What follows belongs to an exercise in optimizing a design on an open flow for small area; a production flow would make more cautious choices. Function was checked by simulation only, so behaviour that the tests miss may differ from the original. Power is estimated from default activity; no workload was simulated. The clock port is modelled as an ideal driver; clocking choices that lean on that would not hold on a real chip.

[flow/design.v]
package tl_ul_pkg;
	parameter int tl_addr_w   = 32;             
	parameter int tl_data_w   = 64;             
	parameter int tl_strb_w   = tl_data_w / 8;  
	parameter int tl_source_w = 3;              
	parameter int tl_sink_w   = 3;              
	parameter int tl_opcode_w = 3;
	parameter int tl_param_w  = 3;              
	parameter int tl_size_w   = 8;              
	parameter int tl_beat_size = 3;
	typedef enum logic [tl_opcode_w-1:0] {
		put_full_data    = 3'd0,
		put_partial_data = 3'd1,
		arithmetic_data  = 3'd2,  
		logical_data     = 3'd3,  
		get              = 3'd4,
		intent           = 3'd5,  
		acquire_block    = 3'd6,  
		acquire_perm     = 3'd7   
	} a_opcode_e;
	typedef enum logic [tl_opcode_w-1:0] {
		access_ack      = 3'd0,
		access_ack_data = 3'd1
	} d_opcode_e;
	typedef enum logic [1:0] {
		st_idle,     
		st_access,   
		st_respond   
	} slave_state_e;
endpackage
`timescale 1ns/10ps
import tl_ul_pkg::*;
module tl_slave_fsm #(
	parameter int DEPTH = 64
) (
	input  logic clk,
	input  logic rst,
	input  logic a_valid,
	input  logic d_ready,
	output logic a_ready,
	output logic d_valid,
	input  logic [$clog2(DEPTH)-1:0] idx,   
	input  logic                     bad,   
	output logic                     clr,   
	output logic                     acc    
);
	localparam int idx_w = $clog2(DEPTH);
	logic [idx_w-1:0] ptr;  
	logic [idx_w-1:0] ptr_nxt;
	assign ptr_nxt = ptr + 1'b1;
	assign acc     = a_valid & a_ready;
	always_ff @(posedge clk or posedge rst) begin
		if (rst) begin
			ptr     <= '0;
			clr     <= 1'b1;
			a_ready <= 1'b0;
			d_valid <= 1'b0;
		end else begin
			ptr <= ptr_nxt;
			if (ptr == idx_w'(DEPTH-1))
				clr <= 1'b0;
			a_ready <= a_valid & ~acc & ~(d_valid & ~d_ready) & (bad | (idx == ptr_nxt));
			if (acc)
				d_valid <= 1'b1;
			else if (d_ready)
				d_valid <= 1'b0;
		end
	end
endmodule
`timescale 1ns/10ps
import tl_ul_pkg::*;
module tl_request_decode #(
	parameter int DEPTH = 64
) (
	input  logic                       clk,
	input  logic                       acc,
	input  logic                       clr,
	input  logic [tl_opcode_w-1:0]     a_opcode,
	input  logic [tl_addr_w-1:0]       a_address,
	input  logic [tl_size_w-1:0]       a_size,
	input  logic [tl_strb_w-1:0]       a_mask,
	input  logic [tl_source_w-1:0]     a_source,
	output logic [$clog2(DEPTH)-1:0]   idx,
	output logic                       bad,
	input  logic [tl_data_w-1:0]       head,
	output logic [tl_strb_w-1:0]       wr,
	output logic [tl_strb_w-1:0]       keep,
	output logic [tl_opcode_w-1:0]     d_opcode,
	output logic [tl_param_w-1:0]      d_param,
	output logic [tl_size_w-1:0]       d_size,
	output logic [tl_sink_w-1:0]       d_sink,
	output logic [tl_source_w-1:0]     d_source,
	output logic [tl_data_w-1:0]       d_data,
	output logic                       d_error
);
	localparam int idx_w  = $clog2(DEPTH);
	localparam int idx_lo = tl_beat_size;
	logic is_full, is_partial, is_get, good;
	logic get_q;
	logic [tl_data_w-1:0] rdata_q;
	assign is_full    = (a_opcode == put_full_data);
	assign is_partial = (a_opcode == put_partial_data);
	assign is_get     = (a_opcode == get);
	assign good       = (a_size == tl_size_w'(tl_beat_size))
	                  & (a_address[tl_addr_w-1:idx_lo+idx_w] == '0);
	assign idx = a_address[idx_lo +: idx_w];
	assign bad = ~(good & (is_full | is_partial | is_get));
	assign wr   = {tl_strb_w{acc & good}} & ({tl_strb_w{is_full}} | ({tl_strb_w{is_partial}} & a_mask));
	assign keep = ~wr & {tl_strb_w{~clr}};
	always_ff @(posedge clk) begin
		if (acc) begin
			get_q    <= good & is_get;
			d_error  <= bad;
			d_size   <= a_size;
			d_source <= a_source;
		end
	end
	logic sel_h, sel_q;
	assign sel_h = acc & good & is_get & ~clr;
	assign sel_q = ~(acc & good & is_get);
	always_ff @(posedge clk) begin
		rdata_q <= ({tl_data_w{sel_h}} & head) | ({tl_data_w{sel_q}} & rdata_q);
	end
	assign d_opcode = get_q ? access_ack_data : access_ack;
	assign d_data   = rdata_q;
	assign d_param  = '0;
	assign d_sink   = '0;
endmodule
`timescale 1ns/10ps
import tl_ul_pkg::*;
module tl_byte_mem #(
	parameter int DEPTH = 64
) (
	input  logic                 clk,
	input  logic [tl_strb_w-1:0] wr,     
	input  logic [tl_strb_w-1:0] keep,   
	input  logic [tl_data_w-1:0] wdata,
	output logic [tl_data_w-1:0] head    
);
	logic [DEPTH-1:0][tl_data_w-1:0] ring;
	logic [tl_data_w-1:0]            tail;
	always_comb begin
		for (int b = 0; b < tl_strb_w; b++)
			tail[8*b +: 8] = ({8{wr[b]}} & wdata[8*b +: 8]) | ({8{keep[b]}} & ring[0][8*b +: 8]);
	end
	always_ff @(posedge clk) begin
		ring <= {tail, ring[DEPTH-1:1]};
	end
	assign head = ring[0];
endmodule
`timescale 1ns/10ps
import tl_ul_pkg::*;
module tl_ul_slave_top #(
	parameter int DEPTH = 64  
) (
	input  logic                   clk,
	input  logic                   rst,
	input  logic                   a_valid,
	output logic                   a_ready,
	input  logic [tl_opcode_w-1:0] a_opcode,
	input  logic [tl_param_w-1:0]  a_param,    
	input  logic [tl_addr_w-1:0]   a_address,
	input  logic [tl_size_w-1:0]   a_size,
	input  logic [tl_strb_w-1:0]   a_mask,
	input  logic [tl_data_w-1:0]   a_data,
	input  logic [tl_source_w-1:0] a_source,
	output logic                   d_valid,
	input  logic                   d_ready,
	output logic [tl_opcode_w-1:0] d_opcode,
	output logic [tl_param_w-1:0]  d_param,
	output logic [tl_size_w-1:0]   d_size,
	output logic [tl_sink_w-1:0]   d_sink,
	output logic [tl_source_w-1:0] d_source,
	output logic [tl_data_w-1:0]   d_data,
	output logic                   d_error
);
	logic                     clr;
	logic                     acc;
	logic                     bad;
	logic [$clog2(DEPTH)-1:0] idx;
	logic [tl_strb_w-1:0]     wr;
	logic [tl_strb_w-1:0]     keep;
	logic [tl_data_w-1:0]     head;
	tl_slave_fsm #(.DEPTH(DEPTH)) u_fsm (
		.clk     (clk),
		.rst     (rst),
		.a_valid (a_valid),
		.d_ready (d_ready),
		.a_ready (a_ready),
		.d_valid (d_valid),
		.idx     (idx),
		.bad     (bad),
		.clr     (clr),
		.acc     (acc)
	);
	tl_request_decode #(.DEPTH(DEPTH)) u_decode (
		.clk       (clk),
		.acc       (acc),
		.clr       (clr),
		.a_opcode  (a_opcode),
		.a_address (a_address),
		.a_size    (a_size),
		.a_mask    (a_mask),
		.a_source  (a_source),
		.idx       (idx),
		.bad       (bad),
		.head      (head),
		.wr        (wr),
		.keep      (keep),
		.d_opcode  (d_opcode),
		.d_param   (d_param),
		.d_size    (d_size),
		.d_sink    (d_sink),
		.d_source  (d_source),
		.d_data    (d_data),
		.d_error   (d_error)
	);
	tl_byte_mem #(.DEPTH(DEPTH)) u_mem (
		.clk   (clk),
		.wr    (wr),
		.keep  (keep),
		.wdata (a_data),
		.head  (head)
	);
endmodule
[flow/flow/run.sh]
#!/bin/bash
# Own flow: the standard ORFS layout (standard.sh, unchanged synthesis) with
#  - the smallest buffer on every port instead of ORFS's default choice,
#  - clock tree synthesis without dummy loads, with larger sink clusters.
set -euo pipefail
export BUFFER_PORTS_ARGS="-buffer_cell sky130_fd_sc_hd__buf_1"
export CTS_ARGS="-sink_clustering_enable -repair_clock_nets -dont_use_dummy_load -buf_list sky130_fd_sc_hd__clkbuf_16 -sink_clustering_size ${CTS_SIZE:-36} -sink_clustering_max_diameter ${CTS_DIAM:-70}"
bash standard.sh > standard_flow.log 2>&1
[flow/standard.sh]
#!/bin/bash
# synth_recipe.tcl (not shown) runs the flow's synth.tcl, then flattens the netlist and writes it again
# the make line also repeats each setting of config.mk as NAME=value (left out here)
make -C /OpenROAD-flow-scripts/flow DESIGN_CONFIG=/design/flow/config.mk WORK_HOME=/design/flow/orfs CLKGATE_MAP_FILE= SYNTH_SCRIPT=/design/flow/synth_recipe.tcl "${@:-finish}"
[flow/config.mk]
export PLATFORM = sky130hd
export DESIGN_NAME = tl_ul_slave_top
export DESIGN_NICKNAME = tl_ul_slave_top
export VERILOG_FILES = /design/flow/design.v
export SDC_FILE = /design/flow/constraint.sdc
export NUM_CORES = 4
export LEC_CHECK = 0
export CAP_MARGIN = 20
export CORE_MARGIN = 2
export CORE_UTILIZATION = 65
export SLEW_MARGIN = 20
[flow/constraint.sdc]
create_clock -name core_clock -period 5.5 [get_ports {clk}]
set_input_delay 1.1000 -clock core_clock [delete_from_list [all_inputs] [get_ports {clk}]]
set_output_delay 1.1000 -clock core_clock [all_outputs]
set_load 0.01 [all_outputs]
==> insert_results.sql, run 1 <==
INSERT INTO impl_metrics (metric_group, metric, value, unit) VALUES
('yosys', 'synth.cell_area', '86400', 'um^2'),
('sta', 'max_freq', '327', 'MHz'),
('pwr', 'share_seq_of_total_power', '0.707', ''),
('clock_network', 'cts-root-buf', 'clkbuf_16', ''),
('pwr', 'comb_power_share', '0.002', ''),
('flow_run', 'drv.max_cap_violation_count', '0', ''),
('cells_and_area', 'area_delta_synth_final', '7.46', '%'),
('pwr', 'netSwitchingPower', '7.81', 'mW'),
('cells_and_area', 'post_route_cells_drive_above_1_share', '0.0581', ''),
('worst_setup_path', 'r2r.worst_path.cells', '3', ''),
('yosys', 'yosys_register_bits', '4182', ''),
('yosys', 'synthSimpleGateAreaFrac', '0.00740', ''),
('worst_setup_path', 'critical_path_required', '6.13', 'ns'),
('pwr', 'leakage', '37.0', 'nW'),
('route', 'drc', '0', ''),
('min_path', 'cells_on_worst_hold_path', '0', ''),
('global_routing', 'grt_antenna_before_repair', '6', ''),
('sta', 'tightest_slew', '1.09', 'ns'),
('yosys', 'synth_top_family_by_area', 'multiplexers', ''),
('die', 'die_width', '369', 'um'),
('placed_design', 'dp.final_hpwl', '47.2', 'mm'),
('pwr', 'worst_voltage_drop_across_the_vdd_grid', '0.000372', 'V'),
('min_path', 'min_path_type', 'flop to flop', ''),
('worst_setup_path', 'timing.critical_path.arrival', '3.69', 'ns'),
('run_status', 'run_status', 'timing/DRC/antenna clean', ''),
('route', 'wl_per_cell', '13.6', 'um'),
('worst_setup_path', 'worst_path_max_delay_cell', 'nand4_1', ''),
('sta', 'final_min_period_over_clock_period', '0.556', ''),
('yosys', 'synth.avg_cell_area', '19.3', 'um^2'),
('clock_network', 'cts_tree', 'built', ''),
('route', 'firstDrtPassIters', '4', ''),
('route', 'ant_nets', '0', ''),
('worst_setup_path', 'critPathLaunchType', 'flop', ''),
('die', 'floorplan.rows', '133', ''),
('worst_setup_path', 'critical_path_peak_fanout', '19', ''),
('pwr', 'netSwitchingFraction', '0.182', ''),
('yosys', 'fraction_of_the_yosys_area_taken_by_sequential_cells', '0.971', ''),
('global_routing', 'grt_first_pass_wirelength', '143', 'mm'),
('pwr', 'p_int', '35.0', 'mW'),
('worst_setup_path', 'critPathMaxStageDelay', '1.00', 'ns'),
('cells_and_area', 'layout.nets', '4928', ''),
('clock_network', 'cts_max_level', '4', ''),
('sta', 'timing.final.setup_violations', '0', ''),
('yosys', 'yosys-mux-area-fraction', '0.0167', ''),
('sta', 'skew', '0.0532', 'ns'),
('cells_and_area', 'fillCellCount', '8577', ''),
('sta', 'count_of_endpoints_failing_hold_in_the_final_timing_report', '0', ''),
('yosys', 'synth_fa_ha_area_frac', '0.000145', ''),
('global_routing', 'via_count_of_the_first_global_routing_pass', '27050', ''),
('worst_setup_path', 'setup.worst_path.end_class', 'flop', ''),
('route', 'drt_iter0_drc', '1308', ''),
('die', 'floorplan.die.height', '369', 'um'),
('worst_setup_path', 'timing.critical_path.cells', 'and2_1, nand4_1, mux2_2', ''),
('die', 'die-area', '136000', 'um^2'),
('pwr', 'pwr-share-clk', '0.291', ''),
('sta', 'maxSlewHeadroom', '0.270', ''),
('clock_network', 'path_clk_slew', '0.11', 'ns'),
('sta', 'grt_setup_unrepaired', 'no', ''),
('sta', 'final.min_clock_period', '3.06', 'ns'),
('sta', 'tns', '0', 'ns'),
('worst_setup_path', 'worstSetupPathType', 'flop to flop', ''),
('placed_design', 'io_buffers', '197', ''),
('clock_network', 'cts.hold.buffers_added', '0', ''),
('route', 'route.vias.total', '27688', ''),
('yosys', 'synth.yosys.warnings', '3', ''),
('pwr', 'design_power_total', '42.9', 'mW'),
('die', 'coreArea', '132000', 'um^2'),
('clock_network', 'cts_made_buffers', '143', ''),
('die', 'start_util', '0.656', ''),
('clock_network', 'post-cts-setup-buffer-count', '0', ''),
('clock_network', 'cts_buffer_depth', '3', '');
-- cell usage after synthesis (all sizes together) --
library cell,number,area [um^2]
inv,11,41.3
xor3,2,47.6
edfxtp,13,390
nand3b,1,7.51
o31ai,2,15.0
and2,2,12.5
nor2b,65,407
nor2,2,7.51
o21a,1,7.51
dfrtp,8,200
conb,1,3.75
or2,1,6.26
mux2,128,1440
xnor2,4,35.0
dfxtp,4160,83300
nand2,2,7.51
xor2,4,35.0
nor4bb,1,10.0
nor3b,1,7.51
nand4,11,68.8
nand3,3,15.0
or3,1,6.26
ha,1,12.5
dfstp,1,26.3
nor4,8,50.1
and4,2,17.5
buf,17,145
clkbuf,10,37.5
nor3,1,16.3
a21oi,8,40.0
-- worst max-delay path, delay by kind of cell, from the launching register on --
| kind | cells | cell delay [ns] |
|---|---|---|
| simple gates | 2 | 1.64 |
| flops | 1 | 0.64 |
| mux | 1 | 0.62 |
-- layout by cell type, fill, tap and decap left out, drive strengths merged, types with 8 or more instances in the layout --
cell    instances
dfrtp           8
clkbuf        143
edfxtp         13
a21oi           8
nor4            8
inv            11
conb            8
nand4          11
buf           205
dfxtp        4160
nor2b          65
mux2          128
-- kinds of logic after synthesis --
group                      after synthesis
DFF                                   4182
muxes                                  128
and+or+nand+nor                        101
buffers and inverters                   38
AOI/OAI and AO/OA                       11
xor gates and xnor gates                10
adders and majority gates                1
other                                    1
-- routing by layer --
metal	up-vias	track usage	routed length (um)
met1	12892	0.219	51200
met5	-	0	13
li1	14330	-	-
met2	298	0.170	31800
met3	166	0.0298	3500
met4	2	0.0476	2390
-- final cells by class --
cell class                 instances  area [um^2]  area share
sequential                      4182        83900       0.904
tap                             1755         2200      0.0237
antenna                            2         5.00   0.0000539
multi-input combinational        259         2320      0.0250
clock buffer                     143         3580      0.0385
inverter                          11         41.3    0.000445
timing repair buffer             205          800     0.00861
-- state kept, by name, indices dropped and copies added (netlist names) --
register,cells
u_decode.get_q,1
u_fsm.a_ready,1
u_fsm.ptr,6
u_decode.d_size,8
u_decode.d_source,3
u_fsm.d_valid,1
u_decode.rdata_q,64
u_mem.ring,4096
u_fsm.clr,1
u_decode.d_error,1
-- worst paths after layout --
check | startpoint | endpoint | slack (ns)
max in group asynchronous | rst | u_fsm.clr$_DFFE_PP1N_ | 4.90
max | u_fsm.a_ready$_DFF_PP0_ | u_mem.ring[4035]$_DFF_P_ | 2.44
max reg2reg | u_fsm.a_ready$_DFF_PP0_ | u_mem.ring[4035]$_DFF_P_ | 2.44
min reg2reg | u_mem.ring[2241]$_DFF_P_ | u_mem.ring[2177]$_DFF_P_ | 0.26
min in group asynchronous | rst | u_fsm.ptr[4]$_DFF_PP0_ | 0.27
min | u_mem.ring[2241]$_DFF_P_ | u_mem.ring[2177]$_DFF_P_ | 0.26
-- power by group through the flow --
stage | Sequential (mW) | Clock, mW | Combinational (mW)
2_1_floorplan | 31.0 | 0 | 0.0237
3_3_place_gp | 31.0 | 0 | 0.0797
3_5_place_dp | 31.0 | 0 | 0.0801
4_1_cts | 30.3 | 12.9 | 0.0806
5_1_grt | 30.3 | 13.9 | 0.0863
6_report | 30.3 | 12.5 | 0.0781
-- per-stage QoR --
step / cells / worst slack [ns] / util / hold WS [ns] / area [um^2]
after floorplan: 4479 / 2.75 / - / 0.310 / 86400
after global placement: 6412 / 1.74 / 0.678 / 0.310 / 89300
after detailed placement: 6412 / 1.69 / 0.678 / 0.312 / 89300
after CTS: 6555 / 2.44 / 0.705 / 0.203 / 92800
after global routing: 6555 / 2.32 / 0.705 / 0.243 / 92800
final: 6557 / 2.44 / 0.705 / 0.264 / 92800
==> inputs of run 2 (changes only) <==
==> flow/flow/run.sh (replaced) <==
#!/bin/bash
# Own flow: the standard layout (standard.sh) with
#  - synthesis as standard (synth_recipe.tcl), but with an area-oriented ABC
#    script for the combinational logic (flow/area_synth.tcl, flow/area.abc),
#  - the smallest buffer on every port instead of ORFS's default choice,
#  - clock tree synthesis without dummy loads, with larger sink clusters.
# Each tool's output goes to the ORFS logs under orfs/logs; make's output to
# standard_flow.log here.
set -euo pipefail
work=$(pwd)
export FLOW_SYNTH_TCL=$work/synth_recipe.tcl
export AREA_ABC_SCRIPT=$work/flow/area.abc
export BUFFER_PORTS_ARGS="-buffer_cell sky130_fd_sc_hd__buf_1"
export CTS_ARGS="-sink_clustering_enable -repair_clock_nets -dont_use_dummy_load -buf_list sky130_fd_sc_hd__clkbuf_16 -sink_clustering_size 36 -sink_clustering_max_diameter 100"
sed "s#SYNTH_SCRIPT=[^ ]*#SYNTH_SCRIPT=$work/flow/area_synth.tcl#" standard.sh > area_standard.sh
grep -q "SYNTH_SCRIPT=$work/flow/area_synth.tcl" area_standard.sh
bash area_standard.sh > standard_flow.log 2>&1
==> flow/flow/area.abc (new file) <==
strash; &get -n; &st; &dch; &nf -R 1000; &put; topo; stime -c
==> flow/flow/area_synth.tcl (new file) <==
# The standard synthesis (synth_recipe.tcl, sourced unchanged), except that
# every abc call maps the combinational logic with flow/area.abc, an
# area-oriented script, in place of the script ORFS gives it. Registers are
# mapped before abc runs, so they are those of the standard synthesis.
proc abc {args} {
  set i [lsearch -exact $args -script]
  if { $i >= 0 } { set args [lreplace $args $i [expr {$i + 1}]] }
  yosys abc -script $::env(AREA_ABC_SCRIPT) {*}$args
}
source $::env(FLOW_SYNTH_TCL)
==> run 2 against run 1 <==
  * Routed wire length increased by 3.2%
  * Critical path depth increased by 5
  * Synthesized cell count decreased by 1.7%
  * Clock skew increased by 0.014 ns
  * Die area decreased by 1.0%
  * Final area decreased by 1.1%
  * Fmax decreased by 8.2%
  * Clock power about the same
  * Highest routed layer is now met4
==> insert_results.sql, run 2 <==
INSERT INTO impl_metrics (metric_group, metric, value, unit) VALUES
('pwr', 'leakage', '36.2', 'nW'),
('worst_setup_path', 'timing.critical_path.arrival', '4.00', 'ns'),
('yosys', 'synth_fa_ha_area_frac', '0.000146', ''),
('cells_and_area', 'mostFrequentLayoutCell', 'dfxtp_1', ''),
('yosys', 'synthSimpleGateAreaFrac', '0.00284', ''),
('worst_setup_path', 'r2r-end', 'u_mem.ring[4040]$_DFF_P_', ''),
('cells_and_area', 'multi_input_comb_area', '1580', 'um^2'),
('cells_and_area', 'layout.nets', '4861', ''),
('global_routing', 'grt_start_max_net_pins', '65', ''),
('worst_setup_path', 'startpoint', 'a_address[10]', ''),
('worst_setup_path', 'critPathLaunchType', 'primary input', ''),
('placed_design', 'io_buffers', '197', ''),
('yosys', 'yosysMostFrequentCell', 'dfxtp_1', ''),
('cells_and_area', 'layout.cell_area.non_filler', '91800', 'um^2'),
('sta', 'maxSlewHeadroom', '0.258', ''),
('pwr', 'pwr_density_cell', '463', 'nW/um^2'),
('yosys', 'postSynth.asyncResetShare', '0.00215', ''),
('global_routing', 'overflow', '0', ''),
('worst_setup_path', 'worstSetupPathType', 'primary input to flop', ''),
('yosys', 'yosys_most_used_dff', 'dfxtp_1', ''),
('sta', 'skew', '0.0669', 'ns'),
('route', 'routed_via_density', '4.27', ''),
('yosys', 'synthesis.instances', '4398', ''),
('clock_network', 'cts_made_buffers', '134', ''),
('placed_design', 'dpl-instance-area', '88500', 'um^2'),
('pwr', 'netSwitchingFraction', '0.183', ''),
('min_path', 'min_path_type', 'primary input to async pin', ''),
('route', 'drc', '0', ''),
('clock_network', 'cts-root-buf', 'clkbuf_16', ''),
('sta', 'max_freq', '300', 'MHz'),
('global_routing', 'overall_global_routing_usage', '0.139', ''),
('die', 'floorplan.die.height', '367', 'um'),
('cells_and_area', 'post_route_cells_drive_above_1_share', '0.0304', ''),
('die', 'die-area', '134000', 'um^2'),
('sta', 'tightest_slew', '1.11', 'ns'),
('clock_network', 'post_cts.resized_instances', '0', ''),
('worst_setup_path', 'r2r.worst_path.cells', '5', ''),
('worst_setup_path', 'worstReg2RegStart', 'u_fsm.a_ready$_DFF_PP0_', ''),
('global_routing', 'via_count_of_the_first_global_routing_pass', '26632', ''),
('yosys', 'number_of_flops_mapped_to_enable_cells_by_yosys', '13', ''),
('sta', 'timing.final.setup_violations', '0', ''),
('sta', 'grt_setup_unrepaired', 'no', ''),
('yosys', 'synth.area.top_cells', 'dfxtp_1 97%, a22o_1 1.3%, edfxtp_1 0.46%', ''),
('die', 'start_util', '0.653', ''),
('sta', 'final.min_clock_period', '3.33', 'ns'),
('clock_network', 'cts.hold.buffers_added', '0', ''),
('yosys', 'synth_top_family_by_area', 'compound AO/OA/AOI/OAI gates', ''),
('route', 'ant_nets', '0', ''),
('placed_design', 'dp.final_hpwl', '51.2', 'mm'),
('clock_network', 'post-cts-setup-buffer-count', '0', ''),
('cells_and_area', 'largest_register', 'u_mem.ring', ''),
('cells_and_area', 'final_cell_mix', '4160 x dfxtp_1, 197 x buf_1, 134 x clkbuf_16, 128 x a22o_1, 21 x nor2_1', ''),
('yosys', 'yosys_register_bits', '4182', ''),
('die', 'floorplan.rows', '133', ''),
('worst_setup_path', 'ff2ff_setup_slack', '2.90', 'ns'),
('run_status', 'run_status', 'timing/DRC/antenna clean', ''),
('worst_setup_path', 'setup.worst_path.end_class', 'flop', ''),
('global_routing', 'grt_first_pass_wirelength', '146', 'mm'),
('route', 'firstDrtPassIters', '4', ''),
('clock_network', 'path_clk_slew', '0.12', 'ns'),
('yosys', 'yosys-mux-area-fraction', '0', ''),
('pwr', 'share_seq_of_total_power', '0.712', ''),
('route', 'route.vias.total', '27711', ''),
('pwr', 'p_int', '34.8', 'mW'),
('cells_and_area', 'flip_flop_and_latch_area', '83900', 'um^2'),
('die', 'coreArea', '131000', 'um^2'),
('cells_and_area', 'fillCellCount', '8528', ''),
('placed_design', 'globalplace.congestion', '0.765', ''),
('worst_setup_path', 'critical_path_required', '6.16', 'ns'),
('yosys', 'most_numerous_cell_types_in_the_synthesized_netlist', '4160 x dfxtp_1, 128 x a22o_1, 23 x nor2_1, 13 x edfxtp_1, 10 x a21oi_1', ''),
('pwr', 'comb_power_share', '0.002', ''),
('yosys', 'netlist-cell-type-count', '26', ''),
('yosys', 'xor_and_xnor_fraction_of_the_mapped_netlist_area', '0.000922', ''),
('worst_setup_path', 'critical_path_peak_fanout', '9', ''),
('yosys', 'synth.yosys.warnings', '3', ''),
('yosys', 'synth.cell_area', '85500', 'um^2'),
('sta', 'final_min_period_over_clock_period', '0.606', ''),
('yosys', 'synth_largest_area_cell', 'dfxtp_1', ''),
('clock_network', 'cts_buffer_depth', '3', ''),
('sta', 'count_of_endpoints_failing_hold_in_the_final_timing_report', '0', ''),
('flow_run', 'drv.max_cap_violation_count', '0', ''),
('global_routing', 'grt_antenna_before_repair', '7', ''),
('yosys', 'fraction_of_the_yosys_area_taken_by_sequential_cells', '0.981', ''),
('clock_network', 'cts_max_level', '4', ''),
('yosys', 'synth.avg_cell_area', '19.4', 'um^2'),
('cells_and_area', 'reg.largest.list', 'u_mem.ring (4096), u_decode.rdata_q (64), u_decode.d_size (8)', ''),
('pwr', 'pwr-share-clk', '0.286', ''),
('yosys', 'synth.top_cell.area_share', '0.974', ''),
('sta', 'tns', '0', 'ns'),
('die', 'top_level_ports', '212', ''),
('cells_and_area', 'largest_reg_flops', '4096', ''),
('clock_network', 'cts_tree', 'built', ''),
('cells_and_area', 'area_delta_synth_final', '7.40', '%'),
('route', 'wl_per_cell', '14.1', 'um'),
('pwr', 'worst_voltage_drop_across_the_vdd_grid', '0.000355', 'V'),
('sta', 'number_of_pins_exceeding_their_max_slew_limit_in_the_final_report', '0', ''),
('route', 'detail_route.wirelength', '91.8', 'mm'),
('clock_network', 'tritoncts_num_sinks', '4182', ''),
('clock_network', 'clock_insertion_delay_worst_skew', '0.77', 'ns'),
('die', 'die_width', '367', 'um'),
('yosys', 'synth_compound_area_frac', '0.0140', ''),
('route', 'drt_iter0_drc', '1586', ''),
('pwr', 'netSwitchingPower', '7.77', 'mW');
-- run 2: per-stage QoR --
step	hold slack [ns]	util	total power [mW]	worst slack, ns	cells
after floorplan	0.310	-	31.0	1.26	4405
after global placement	0.310	0.676	31.1	1.34	6354
after detailed placement	0.312	0.676	31.1	1.28	6354
after CTS	0.135	0.701	43.0	2.15	6488
after global routing	0.157	0.701	44.0	1.88	6488
final	0.214	0.701	42.5	2.17	6491
-- run 2: logic make-up after synthesis --
logic type	after synthesis
compound gates	142
xor+xnor	9
other cells	1
fa+ha+maj	1
buf+inv	13
flops	4182
simple gates	50
-- run 2: routing by layer --
metal,up-vias,wire length (um),GRT usage
met5,-,0,0
met4,0,2660,0.0507
met3,169,5070,0.0318
met2,344,32200,0.172
met1,12947,51900,0.233
li1,14251,-,-
-- run 2: layout make-up --
class | instances | area share
sequential | 4182 | 0.913
clock buffer | 134 | 0.0365
tap | 1755 | 0.0239
multi-input combinational | 210 | 0.0172
timing repair buffer | 203 | 0.00868
inverter | 4 | 0.000163
antenna | 3 | 0.0000817
-- run 2: power groups by stage --
stage / Sequential (mW) / Combinational [mW] / Clock, mW
floorplan: 31.0 / 0.0198 / 0
global placement: 31.0 / 0.0892 / 0
detailed placement: 31.0 / 0.0884 / 0
CTS: 30.3 / 0.0888 / 12.6
global route: 30.3 / 0.0947 / 13.6
finish: 30.3 / 0.0887 / 12.2
-- run 2: worst max-delay path, stage by stage --
cell and delay, ns:
buf_1 0.07, nor4_1 0.28, nand4_1 0.18, nor3_1 0.34, nand2_1 0.45, nor2_1 0.82, nor2_1 0.43, a22o_1 0.29
-- run 2: worst max path at each step --
stage                                              to  slack (ns)  cells after the start
final                        u_mem.ring[4040]$_DFF_P_        2.17                      8
after global routing         u_mem.ring[4091]$_DFF_P_        1.88                      8
after detailed placement     u_mem.ring[4095]$_DFF_P_        1.28                      8
after floorplan           u_decode.rdata_q[0]$_DFF_P_        1.26                      4
after global placement       u_mem.ring[4093]$_DFF_P_        1.34                      8
after CTS                    u_mem.ring[4090]$_DFF_P_        2.15                      8
==> inputs of run 3 (changes only) <==
--- a/flow/flow/run.sh
+++ b/flow/flow/run.sh
@@ -11,7 +11,7 @@
 export FLOW_SYNTH_TCL=$work/synth_recipe.tcl
 export AREA_ABC_SCRIPT=$work/flow/area.abc
 export BUFFER_PORTS_ARGS="-buffer_cell sky130_fd_sc_hd__buf_1"
-export CTS_ARGS="-sink_clustering_enable -repair_clock_nets -dont_use_dummy_load -buf_list sky130_fd_sc_hd__clkbuf_16 -sink_clustering_size 36 -sink_clustering_max_diameter 100"
+export CTS_ARGS="-sink_clustering_enable -repair_clock_nets -dont_use_dummy_load -buf_list sky130_fd_sc_hd__buf_4 -root_buf sky130_fd_sc_hd__clkbuf_16 -sink_clustering_size 14 -sink_clustering_max_diameter 35"
 sed "s#SYNTH_SCRIPT=[^ ]*#SYNTH_SCRIPT=$work/flow/area_synth.tcl#" standard.sh > area_standard.sh
 grep -q "SYNTH_SCRIPT=$work/flow/area_synth.tcl" area_standard.sh
 bash area_standard.sh > standard_flow.log 2>&1
==> run 3 against run 2 <==
  * Count of clock-buffer cells in the layout increased by 291
  * Clock power up 6%
  * Global-route usage increased by 0.74 points
  * Critical endpoint unchanged
==> insert_results.sql, run 3 <==
INSERT INTO impl_metrics (metric_group, metric, value, unit) VALUES
('run_status', 'run_status', 'timing/DRC/antenna clean', ''),
('clock_network', 'cts_buffer_depth', '4', ''),
('global_routing', 'overflow', '0', ''),
('cells_and_area', 'reg.largest.list', 'u_mem.ring (4096), u_decode.rdata_q (64), u_decode.d_size (8)', ''),
('clock_network', 'cts-root-buf', 'clkbuf_16', ''),
('pwr', 'design_power_total', '43.3', 'mW'),
('yosys', 'number_of_flops_mapped_to_enable_cells_by_yosys', '13', ''),
('placed_design', 'globalplace.congestion', '0.765', ''),
('clock_network', 'cts.hold.buffers_added', '0', ''),
('sta', 'tightest_slew', '0.985', 'ns'),
('cells_and_area', 'number_of_cells_in_the_finished_layout_apart_from_fillers', '6788', ''),
('pwr', 'pwr_density_cell', '469', 'nW/um^2'),
('cells_and_area', 'mostFrequentLayoutCell', 'dfxtp_1', ''),
('route', 'detail_route.wirelength', '95.5', 'mm'),
('die', 'floorplan.die.height', '367', 'um'),
('sta', 'final.min_clock_period', '3.37', 'ns'),
('yosys', 'synthSimpleGateAreaFrac', '0.00284', ''),
('die', 'coreArea', '131000', 'um^2'),
('global_routing', 'grt_start_max_net_pins', '65', ''),
('cells_and_area', 'fillCellCount', '8631', ''),
('global_routing', 'grt_antenna_before_repair', '7', ''),
('cells_and_area', 'largest_reg_flops', '4096', ''),
('clock_network', 'path_clk_slew', '0.11', 'ns'),
('route', 'wl_per_cell', '14.1', 'um'),
('sta', 'tns', '0', 'ns'),
('worst_setup_path', 'worst_path_dominant_cell_family', 'simple AND/OR/NAND/NOR gates', ''),
('global_routing', 'overall_global_routing_usage', '0.146', ''),
('yosys', 'synth.area.top_cells', 'dfxtp_1 97%, a22o_1 1.3%, edfxtp_1 0.46%', ''),
('cells_and_area', 'layout.cell_area.non_filler', '92300', 'um^2'),
('route', 'drt_iter0_drc', '1293', ''),
('cells_and_area', 'layout.nets', '5153', ''),
('min_path', 'min_path_type', 'primary input to async pin', ''),
('yosys', 'synth_largest_area_cell', 'dfxtp_1', ''),
('worst_setup_path', 'setup.worst_path.end_class', 'flop', ''),
('route', 'ant_nets', '0', ''),
('worst_setup_path', 'critical_path_peak_fanout', '9', ''),
('yosys', 'synth_compound_area_frac', '0.0140', ''),
('die', 'floorplan.rows', '133', ''),
('yosys', 'netlist-cell-type-count', '26', ''),
('yosys', 'synth.top_cell.area_share', '0.974', ''),
('pwr', 'worst_voltage_drop_across_the_vdd_grid', '0.000276', 'V'),
('yosys', 'fraction_of_the_yosys_area_taken_by_sequential_cells', '0.981', ''),
('placed_design', 'dpl-instance-area', '88500', 'um^2'),
('worst_setup_path', 'critPathMaxStageDelay', '0.83', 'ns'),
('global_routing', 'grt_first_pass_wirelength', '154', 'mm'),
('worst_setup_path', 'path_buf_inv', '1', ''),
('yosys', 'synth.yosys.warnings', '3', ''),
('yosys', 'synthesis.instances', '4398', ''),
('cells_and_area', 'largest_register', 'u_mem.ring', ''),
('clock_network', 'cts_made_buffers', '425', ''),
('sta', 'number_of_pins_exceeding_their_max_slew_limit_in_the_final_report', '0', ''),
('yosys', 'postSynth.asyncResetShare', '0.00215', ''),
('flow_run', 'drv.max_cap_violation_count', '0', ''),
('sta', 'timing.final.setup_violations', '0', ''),
('clock_network', 'clock_insertion_delay_worst_skew', '0.76', 'ns'),
('yosys', 'synth_fa_ha_area_frac', '0.000146', ''),
('yosys', 'synth.cell_area', '85500', 'um^2'),
('yosys', 'synth.avg_cell_area', '19.4', 'um^2'),
('route', 'routed_via_density', '4.31', ''),
('yosys', 'xor_and_xnor_fraction_of_the_mapped_netlist_area', '0.000922', ''),
('worst_setup_path', 'critical_path_required', '6.14', 'ns'),
('route', 'route.vias.total', '29246', ''),
('cells_and_area', 'finalCoreUtilization', '0.705', ''),
('worst_setup_path', 'worst_path_max_delay_cell', 'nor2_1', ''),
('sta', 'maxSlewHeadroom', '0.343', ''),
('die', 'start_util', '0.653', ''),
('yosys', 'most_numerous_cell_types_in_the_synthesized_netlist', '4160 x dfxtp_1, 128 x a22o_1, 23 x nor2_1, 13 x edfxtp_1, 10 x a21oi_1', ''),
('cells_and_area', 'final_cell_mix', '4160 x dfxtp_1, 397 x buf_4, 197 x buf_1, 128 x a22o_1, 33 x clkbuf_16', ''),
('worst_setup_path', 'crit_path_frequent_cell', 'nor2_1', ''),
('die', 'top_level_ports', '212', ''),
('worst_setup_path', 'critPathLaunchType', 'primary input', ''),
('placed_design', 'io_buffers', '197', ''),
('die', 'die-area', '134000', 'um^2'),
('pwr', 'leakage', '36.8', 'nW'),
('worst_setup_path', 'ff2ff_setup_slack', '2.90', 'ns'),
('sta', 'count_of_endpoints_failing_hold_in_the_final_timing_report', '0', ''),
('cells_and_area', 'post_route_cells_drive_above_1_share', '0.0868', ''),
('sta', 'final_min_period_over_clock_period', '0.613', ''),
('route', 'firstDrtPassIters', '5', ''),
('clock_network', 'post_cts.resized_instances', '0', ''),
('yosys', 'yosysMostFrequentCell', 'dfxtp_1', ''),
('yosys', 'synth_top_family_by_area', 'compound AO/OA/AOI/OAI gates', ''),
('route', 'drc', '0', ''),
('worst_setup_path', 'timing.critical_path.cells', 'buf_1, nor4_1, nand4_1, nor3_1, nand2_1, nor2_1, nor2_1, a22o_1', ''),
('clock_network', 'post-cts-setup-buffer-count', '0', ''),
('yosys', 'yosys_register_bits', '4182', ''),
('placed_design', 'dp.final_hpwl', '51.2', 'mm'),
('cells_and_area', 'area_delta_synth_final', '7.92', '%'),
('placed_design', 'dp_cells', '6354', ''),
('yosys', 'yosys-mux-area-fraction', '0', ''),
('die', 'die_width', '367', 'um'),
('clock_network', 'tritoncts_num_sinks', '4182', ''),
('sta', 'max_freq', '296', 'MHz'),
('yosys', 'yosys_most_used_dff', 'dfxtp_1', ''),
('clock_network', 'cts_tree', 'built', ''),
('global_routing', 'via_count_of_the_first_global_routing_pass', '29492', ''),
('worst_setup_path', 'timing.critical_path.arrival', '4.02', 'ns'),
('sta', 'skew', '0.0625', 'ns'),
('clock_network', 'cts_max_level', '5', ''),
('worst_setup_path', 'worstSetupPathType', 'primary input to flop', ''),
('sta', 'grt_setup_unrepaired', 'no', '');
[run 3: cell counts after synthesis]
Identical to the previous run, type by type.
[run 3: layout make-up]
class	instances	area (um^2)	share of cell area
diodes	8	20.0	0.000217
clock buffers	425	3770	0.0408
inverters	4	15.0	0.000163
multi-input cells	210	1580	0.0171
flip-flops and latches	4182	83900	0.909
well taps	1755	2200	0.0238
repair buffers	204	817	0.00885
[run 3: stage by stage]
step                setup slack, ns  hold WS [ns]
floorplan                      1.26         0.310
global placement               1.34         0.310
detailed placement             1.28         0.312
CTS                            2.13         0.117
global route                   1.87         0.141
finish                         2.13         0.208
[run 3: kinds of logic (layout without fill, tap and decap cells)]
| group | Yosys count | in the layout |
|---|---|---|
| flops | 4182 | 4182 |
| compound gates | 142 | 142 |
| simple gates | 50 | 50 |
| buf+inv | 13 | 633 |
| xor+xnor | 9 | 9 |
| fa+ha+maj | 1 | 1 |
| other cells | 1 | 16 |
[run 3: report_power, final]
group | internal [mW] | switching, mW | leakage, nW
Combinational | 0.0279 | 0.0617 | 0.844
Clock | 4.72 | 8.18 | 2.29
Sequential | 30.3 | 0.00211 | 33.7
[run 3: path summary, 6_finish.rpt]
path,start,end,depth (start not counted)
worst max-delay path,a_address[10],u_mem.ring[4040]$_DFF_P_,8
max in group asynchronous,rst,u_fsm.clr$_DFFE_PP1N_,2
min in group core_clock,u_mem.ring[3813]$_DFF_P_,u_mem.ring[3749]$_DFF_P_,0
worst min-delay path,rst,u_fsm.ptr[2]$_DFF_PP0_,2
worst max register to register,u_fsm.a_ready$_DFF_PP0_,u_mem.ring[4040]$_DFF_P_,5
worst min register to register,u_mem.ring[3813]$_DFF_P_,u_mem.ring[3749]$_DFF_P_,0
[run 3: metal layers]
metal / vias up / wire length [um] / part of all wire / track usage
met1: 13600 / 52100 / 0.55 / 0.231
met2: 582 / 34100 / 0.36 / 0.178
li1: 14792 / - / - / -
met3: 272 / 5910 / 0.062 / 0.0428
met5: - / 0 / 0 / 0
met4: 0 / 3380 / 0.035 / 0.0774
==> inputs of run 4 (changes only) <==
--- a/flow/flow/run.sh
+++ b/flow/flow/run.sh
@@ -11,7 +11,7 @@
 export FLOW_SYNTH_TCL=$work/synth_recipe.tcl
 export AREA_ABC_SCRIPT=$work/flow/area.abc
 export BUFFER_PORTS_ARGS="-buffer_cell sky130_fd_sc_hd__buf_1"
-export CTS_ARGS="-sink_clustering_enable -repair_clock_nets -dont_use_dummy_load -buf_list sky130_fd_sc_hd__buf_4 -root_buf sky130_fd_sc_hd__clkbuf_16 -sink_clustering_size 14 -sink_clustering_max_diameter 35"
+export CTS_ARGS="-sink_clustering_enable -repair_clock_nets -dont_use_dummy_load -buf_list sky130_fd_sc_hd__buf_12 -root_buf sky130_fd_sc_hd__clkbuf_16 -sink_clustering_size 32 -sink_clustering_max_diameter 70"
 sed "s#SYNTH_SCRIPT=[^ ]*#SYNTH_SCRIPT=$work/flow/area_synth.tcl#" standard.sh > area_standard.sh
 grep -q "SYNTH_SCRIPT=$work/flow/area_synth.tcl" area_standard.sh
 bash area_standard.sh > standard_flow.log 2>&1
==> run 4 against run 3 <==
  * Still clean
  * Routed wire length down 3.6%
  * First-iteration DRC count rose by 17%
  * Die area stayed put
  * Critical path type unchanged
  * Largest power group unchanged
  * Highest routed layer unchanged
==> insert_results.sql, run 4 <==
INSERT INTO impl_metrics (metric_group, metric, value, unit) VALUES
('run_status', 'run_status', 'timing/DRC/antenna clean', ''),
('sta', 'hold_ws', '0.255', 'ns'),
('sta', 'grt_setup_unrepaired', 'no', ''),
('yosys', 'yosysMostFrequentCell', 'dfxtp_1', ''),
('route', 'drc', '0', ''),
('placed_design', 'globalplace.congestion', '0.765', ''),
('die', 'die_width', '367', 'um'),
('clock_network', 'clock_insertion_delay_worst_skew', '0.74', 'ns'),
('sta', 'timing.final.setup_violations', '0', ''),
('worst_setup_path', 'critical_path_required', '6.11', 'ns'),
('route', 'wl_per_cell', '14.2', 'um'),
('yosys', 'netlist-cell-type-count', '26', ''),
('die', 'floorplan.die.height', '367', 'um'),
('worst_setup_path', 'critPathMaxStageDelay', '0.82', 'ns'),
('global_routing', 'grt_first_pass_wirelength', '147', 'mm'),
('worst_setup_path', 'worst_path_dominant_cell_family', 'simple AND/OR/NAND/NOR gates', ''),
('global_routing', 'grt_start_max_net_pins', '65', ''),
('sta', 'tns', '0', 'ns'),
('worst_setup_path', 'r2r-end', 'u_mem.ring[4045]$_DFF_P_', ''),
('worst_setup_path', 'setup.worst_path.end_class', 'flop', ''),
('clock_network', 'path_clk_slew', '0.11', 'ns'),
('pwr', 'pwr_density_cell', '465', 'nW/um^2'),
('worst_setup_path', 'critPathLaunchType', 'primary input', ''),
('worst_setup_path', 'worstSetupPathType', 'primary input to flop', ''),
('worst_setup_path', 'crit_path_frequent_cell', 'nor2_1', ''),
('cells_and_area', 'post_route_cells_drive_above_1_share', '0.0339', ''),
('global_routing', 'grt_antenna_before_repair', '6', ''),
('clock_network', 'tritoncts_num_sinks', '4182', ''),
('worst_setup_path', 'critical_path_peak_fanout', '9', ''),
('yosys', 'synth.yosys.warnings', '3', ''),
('cells_and_area', 'reg.largest.list', 'u_mem.ring (4096), u_decode.rdata_q (64), u_decode.d_size (8)', ''),
('die', 'die-area', '134000', 'um^2'),
('min_path', 'min_path_type', 'primary input to async pin', ''),
('cells_and_area', 'final_cell_mix', '4160 x dfxtp_1, 197 x buf_1, 151 x buf_12, 128 x a22o_1, 21 x nor2_1', ''),
('yosys', 'synthesis.instances', '4398', ''),
('die', 'start_util', '0.653', ''),
('flow_run', 'drv.max_cap_violation_count', '0', ''),
('sta', 'maxSlewHeadroom', '0.344', ''),
('sta', 'tightest_slew', '0.983', 'ns'),
('cells_and_area', 'mostFrequentLayoutCell', 'dfxtp_1', ''),
('route', 'firstDrtPassIters', '4', ''),
('route', 'drt_iter0_drc', '1513', ''),
('worst_setup_path', 'ff2ff_setup_slack', '2.92', 'ns'),
('sta', 'skew', '0.0409', 'ns'),
('cells_and_area', 'largest_reg_flops', '4096', ''),
('global_routing', 'via_count_of_the_first_global_routing_pass', '26830', ''),
('clock_network', 'post-cts-setup-buffer-count', '0', ''),
('yosys', 'synth.area.top_cells', 'dfxtp_1 97%, a22o_1 1.3%, edfxtp_1 0.46%', ''),
('worst_setup_path', 'timing.critical_path.arrival', '3.98', 'ns');
==> run 4: cell counts after synthesis <==
Identical to the previous run, type by type.
==> run 4: worst reg2reg max path, cell delays in order (launching register included) <==
cell and delay, ns:
dfrtp_1 0.38, and2_0 0.17, nand2_1 0.39, nor2_1 0.83, nor2_1 0.43, a22o_1 0.29
==> run 4: logic make-up after synthesis <==
group / Yosys count / share of synthesized area
adders and majority gates: 1 / 0.000146
buffers and inverters: 13 / 0.000966
DFF: 4182 / 0.981
AOI/OAI and AO/OA: 142 / 0.0140
xor gates and xnor gates: 9 / 0.000922
and+or+nand+nor: 50 / 0.00284
other: 1 / 0.0000439
==> run 4: cell type report <==
class | instances | area, um^2 | share of cell area
sequential | 4182 | 83900 | 0.917
multi-input combinational | 210 | 1580 | 0.0173
timing repair buffer | 204 | 817 | 0.00893
tap | 1755 | 2200 | 0.0240
inverter | 4 | 15.0 | 0.000164
clock buffer | 150 | 3010 | 0.0329
antenna | 4 | 10.0 | 0.000109
==> run 4: stage by stage <==
step	utilization	worst slack (ns)	area (um^2)	std cells	power, mW
2_1_floorplan	-	1.26	85500	4405	31.0
3_3_place_gp	0.676	1.34	88500	6354	31.1
3_5_place_dp	0.676	1.28	88500	6354	31.1
4_1_cts	0.699	2.10	91500	6504	43.1
5_1_grt	0.699	1.84	91500	6505	44.1
6_report	0.699	2.13	91500	6509	42.6
==> run 4: power by group <==
part / total [mW] / switching (mW) / internal (mW)
clock: 12.2 / 7.94 / 4.29
combinational: 0.0887 / 0.0608 / 0.0279
sequential: 30.3 / 0.00209 / 30.3
total: 42.6 / 8.00 / 34.6
==> run 4: worst max path at each step <==
stage,start,end,depth (start not counted)
2_1_floorplan,a_valid,u_decode.rdata_q[0]$_DFF_P_,4
3_3_place_gp,a_address[10],u_mem.ring[4093]$_DFF_P_,8
3_5_place_dp,a_address[10],u_mem.ring[4095]$_DFF_P_,8
4_1_cts,a_address[10],u_mem.ring[4090]$_DFF_P_,8
5_1_grt,a_address[25],u_mem.ring[4091]$_DFF_P_,8
6_report,a_address[10],u_mem.ring[4045]$_DFF_P_,8
==> run 4: routing by layer <==
layer / global-route usage / vias up / wire (um)
met5: 0 / - / 0
met3: 0.0346 / 181 / 5030
met2: 0.172 / 370 / 32300
li1: - / 14296 / -
met1: 0.232 / 13076 / 52100
met4: 0.0521 / 0 / 2690

[separate check: timing with driven ports]
No port has a modelled driver above. Below, the same layouts with a new extraction and two added sets of constraints. Step 1: set_driving_cell puts a clkbuf_16 on clk and a buf_2 on each other input, an assumption about the parent block. Step 2 moves the port delays by t, midway between the first and last clock arrival at a register: inputs arrive t later, outputs are due t later. That takes back most of the time a late clock gives input paths. a / b / c = no drivers / after step 1 / after step 2; a / b = the first two.
run | shift t [ns] | slack for setup (ns) | slew at the worst register clock pin (ns) | worst slew at a driven data input, ns
run 1 | 0.824 | 2.441 / 2.441 / 1.699 | 0.12 / 0.12 | 0.25
run 2 | 0.816 | 2.168 / 2.216 / 1.401 | 0.12 / 0.12 | 0.11
run 3 | 0.819 | 2.127 / 2.180 / 1.361 | 0.12 / 0.12 | 0.11
run 4 | 0.788 | 2.134 / 2.182 / 1.394 | 0.11 / 0.11 | 0.11
After both steps every run listed still meets setup and hold. For run 2, which loses most, drivers alone change the setup slack by +0.048 ns; drivers and shift together by -0.767 ns.
